This is an optimization exercise on Yosys and OpenROAD, whose aim is small area, a short achievable clock period and few clock cycles per item, not a production implementation.
At most, simulation tests tie the RTL to the original design; equivalence was not proved.
Power figures rest on the tool's default switching activity, not on a simulated workload.

the previous run:
// motion_phase_classifier
module motion_phase_classifier #(
   parameter int                          QUEUE_DEPTH = mpc_pkg::QUEUE_DEPTH_DEFAULT,
   parameter logic [mpc_pkg::HOLD_W-1:0] STATIONARY_HOLD_US =
      mpc_pkg::STATIONARY_HOLD_DEFAULT
) (
   input  logic                                clock,
   input  logic                                reset,
   input  logic                                req_push,
   output logic                                req_full,
   input  logic signed [mpc_pkg::SPEED_W-1:0]  req_linear_speed,
   input  logic signed [mpc_pkg::SPEED_W-1:0]  req_angular_rate,
   input  logic [mpc_pkg::TIME_W-1:0]          req_sample_time,
   input  logic                                req_discard,
   output logic                                rsp_empty,
   input  logic                                rsp_pop,
   output logic [1:0]                          rsp_motion_phase,
   output logic                                rsp_switch_pending,
   input  logic                                csr_valid,
   output logic                                csr_ready,
   input  logic [mpc_pkg::CSR_IDX_W-1:0]       csr_index,
   input  logic [mpc_pkg::CSR_DATA_W-1:0]      csr_data
);
export LEC_CHECK = 0
export CAP_MARGIN = 20
export CORE_MARGIN = 2
export CORE_UTILIZATION = 40
export SETUP_SLACK_MARGIN = 2.0
export SLEW_MARGIN = 20
create_clock -name core_clock -period 5.5 [get_ports {clock}]
standard.sh (not shown) runs the stock make flow with config.mk's settings and CLKGATE_MAP_FILE= SYNTH_SCRIPT=/design/flow/synth_recipe.tcl, a recipe that flattens the netlist after the stock synthesis.
==> flow/flow/run.sh <==
#!/bin/bash
# The standard layout, with every port buffered by a plain buffer cell
# (repair may still resize it) instead of the default delay-buffer choice.
set -e
export BUFFER_PORTS_ARGS="-buffer_cell sky130_fd_sc_hd__buf_1"
bash standard.sh > standard.log 2>&1
### the previous run -> the current run
--- a/flow/design.v
+++ b/flow/design.v
@@ -97,23 +97,22 @@
    input  logic                                csr_valid,
    output logic                                csr_ready,
    input  logic [mpc_pkg::CSR_IDX_W-1:0]       csr_index,
    input  logic [mpc_pkg::CSR_DATA_W-1:0]      csr_data
 );
    logic [LIMIT_W-1:0] stat_lin_ff, stat_ang_ff;
    logic [LIMIT_W:0]   turn_enter_ff, turn_exit_ff, arc_enter_ff, arc_exit_ff;
    logic [HOLD_W-1:0]  enter_hold_ff, exit_hold_ff;
    logic [LIMIT_W:0]   limit_less;
    logic [1:0]        phase_ff, target, cand_target_ff;
    logic              cand_valid_ff, out_valid_ff;
-   logic              hold_stat_ff, hold_exit_ff, hold_enter_ff;
    logic [TIME_W-1:0] cand_start_ff;
    logic [HOLD_W-1:0] hold;
    logic [LIMIT_W:0]   turn_thr, arc_thr;
    logic              lin_neg, ang_neg;
    logic              take, stale, held, clear, same, stat_phase, new_cand, adopt;
    logic              stationary, turn_hit, arc_hit;
    assign csr_ready = 1'b1;
    assign limit_less = {1'b0, csr_data[LIMIT_W-1:0]} - 1'b1;
    localparam logic [LIMIT_W:0] TURN_ENTER_LESS = {1'b0, TURN_ENTER_RESET} - 1'b1;
    localparam logic [LIMIT_W:0] TURN_EXIT_LESS  = {1'b0, TURN_EXIT_RESET} - 1'b1;
    localparam logic [LIMIT_W:0] ARC_ENTER_LESS  = {1'b0, ARC_ENTER_RESET} - 1'b1;
@@ -196,25 +195,24 @@
       turn_hit   = turn_thr[LIMIT_W] || !ang_le_turn;
       arc_hit    = arc_thr[LIMIT_W]  || !lin_le_arc;
       if (stationary)    target = PH_STATIONARY;
       else if (turn_hit) target = arc_hit ? PH_ARC : PH_TURNING;
       else               target = PH_STRAIGHT;
    end
    localparam int LO_W = HOLD_W;
    logic [TIME_W-1:0] t_above, s_above;
    logic [LO_W-1:0]   lo_s, lo_k;
    logic [TIME_W:0]   held_g, held_p;
    logic              carry_top, t_after;
-   assign hold    = ({HOLD_W{hold_stat_ff}} & STATIONARY_HOLD_US) |
-                    ({HOLD_W{hold_exit_ff}} & exit_hold_ff) |
-                    ({HOLD_W{hold_enter_ff}} & enter_hold_ff);
+   assign hold    = (cand_target_ff == PH_STATIONARY) ? STATIONARY_HOLD_US :
+                    (cand_target_ff == PH_STRAIGHT)   ? exit_hold_ff : enter_hold_ff;
    assign t_above = req_sample_time & ~cand_start_ff;
    assign s_above = ~req_sample_time & cand_start_ff;
    assign lo_s    = (req_sample_time[LO_W-1:0] ^ ~hold) ^ ~cand_start_ff[LO_W-1:0];
    assign lo_k    = (req_sample_time[LO_W-1:0] & ~cand_start_ff[LO_W-1:0]) |
                     (req_sample_time[LO_W-1:0] & ~hold) | (~cand_start_ff[LO_W-1:0] & ~hold);
    always_comb begin
       held_g[0] = lo_s[0];
       held_p[0] = 1'b1;
       for (int i = 1; i < LO_W; i++) begin
          held_g[i] = lo_s[i] & lo_k[i-1];
          held_p[i] = lo_s[i] | lo_k[i-1];
@@ -243,18 +241,15 @@
       if (reset) begin
          phase_ff      <= PH_STRAIGHT;
          cand_valid_ff <= 1'b0;
       end else if (take) begin
          phase_ff      <= clear ? PH_STRAIGHT : (adopt ? target : phase_ff);
          cand_valid_ff <= !clear && !same && !stat_phase && (new_cand || !held);
       end
    end
    always_ff @(posedge clock) begin
       if (take && new_cand) begin
          cand_target_ff <= target;
-         hold_stat_ff   <= (target == PH_STATIONARY);
-         hold_exit_ff   <= (target == PH_STRAIGHT);
-         hold_enter_ff  <= target[1];
          cand_start_ff  <= req_sample_time;
       end
    end
 endmodule
[summary]
Compared to the previous run, the current run has fraction of power consumed by combinational cells 0.8 points higher. Lower clock sink total among the previous run and the current run: the current run. Sequential fraction of total cell area ends up higher on the previous run. Of the two values seen for cell with the biggest individual delay on the critical path, sky130_fd_sc_hd__fa_1 was produced by the previous run and sky130_fd_sc_hd__edfxtp_1 by the current run. Delta (the current run minus the previous run): via count up about 2.2%; worst hold slack down 18 ps. As far as clock-buffer cell count goes, the previous run and the current run are indistinguishable; the numbers are identical. The current run: sequential cell count lower than the previous run. The previous run → the current run: starting density of the core roughly the same, power density relative to cell area lower, worst hold path depth higher, fraction of met1 tracks used by global routing lower. The current run ended up with cand_target_ff[1] as its launching element of the worst setup path; the previous run ended up with req_sample_time[10]. When the final numbers for the previous run and the current run were put side by side, the total number of nets in the final design turned out to be greater in the current run. Summed area of non-filler cells in the final layout in the current run is 1.4% above the previous run.
Testbench counts of the current run, summed over its fixed seeds: cycles 16,008, items 16,000.
For the previous run, only the layout was checked, not whether the RTL still works.

==> port drivers added, routing unchanged <==
The flow's constraints put no driver on any port. The routed layouts listed below were extracted and timed again, unchanged, in two steps.
Step 1 (the two cells are an assumption about what drives the block):
set clk [get_ports {clock}]
set_driving_cell -lib_cell sky130_fd_sc_hd__clkbuf_16 $clk
set_driving_cell -lib_cell sky130_fd_sc_hd__buf_2 [delete_from_list [all_inputs] $clk]
Step 2 moves the port delays by t, midway between the first and last clock arrival at a register: inputs arrive t later, outputs are due t later. That takes back most of the time a late clock gives input paths.
Slacks: ideal / step 1 / step 2; pairs: ideal / step 1.
run	shift t [ns]	slack for setup (ns)	hold slack, ns	latest minus earliest clock arrival (ns)	cell pins on the clock port's net
the previous run	0.486	1.671 / 1.677 / 1.193	0.681 / 0.681 / 0.681	0.015 / 0.015	1
the current run	0.500	1.978 / 1.978 / 1.558	0.664 / 0.664 / 0.664	0.016 / 0.016	1
After both steps every run listed still meets setup and hold. For the previous run, which loses most, drivers alone change the setup slack by +0.006 ns; drivers and shift together by -0.478 ns.
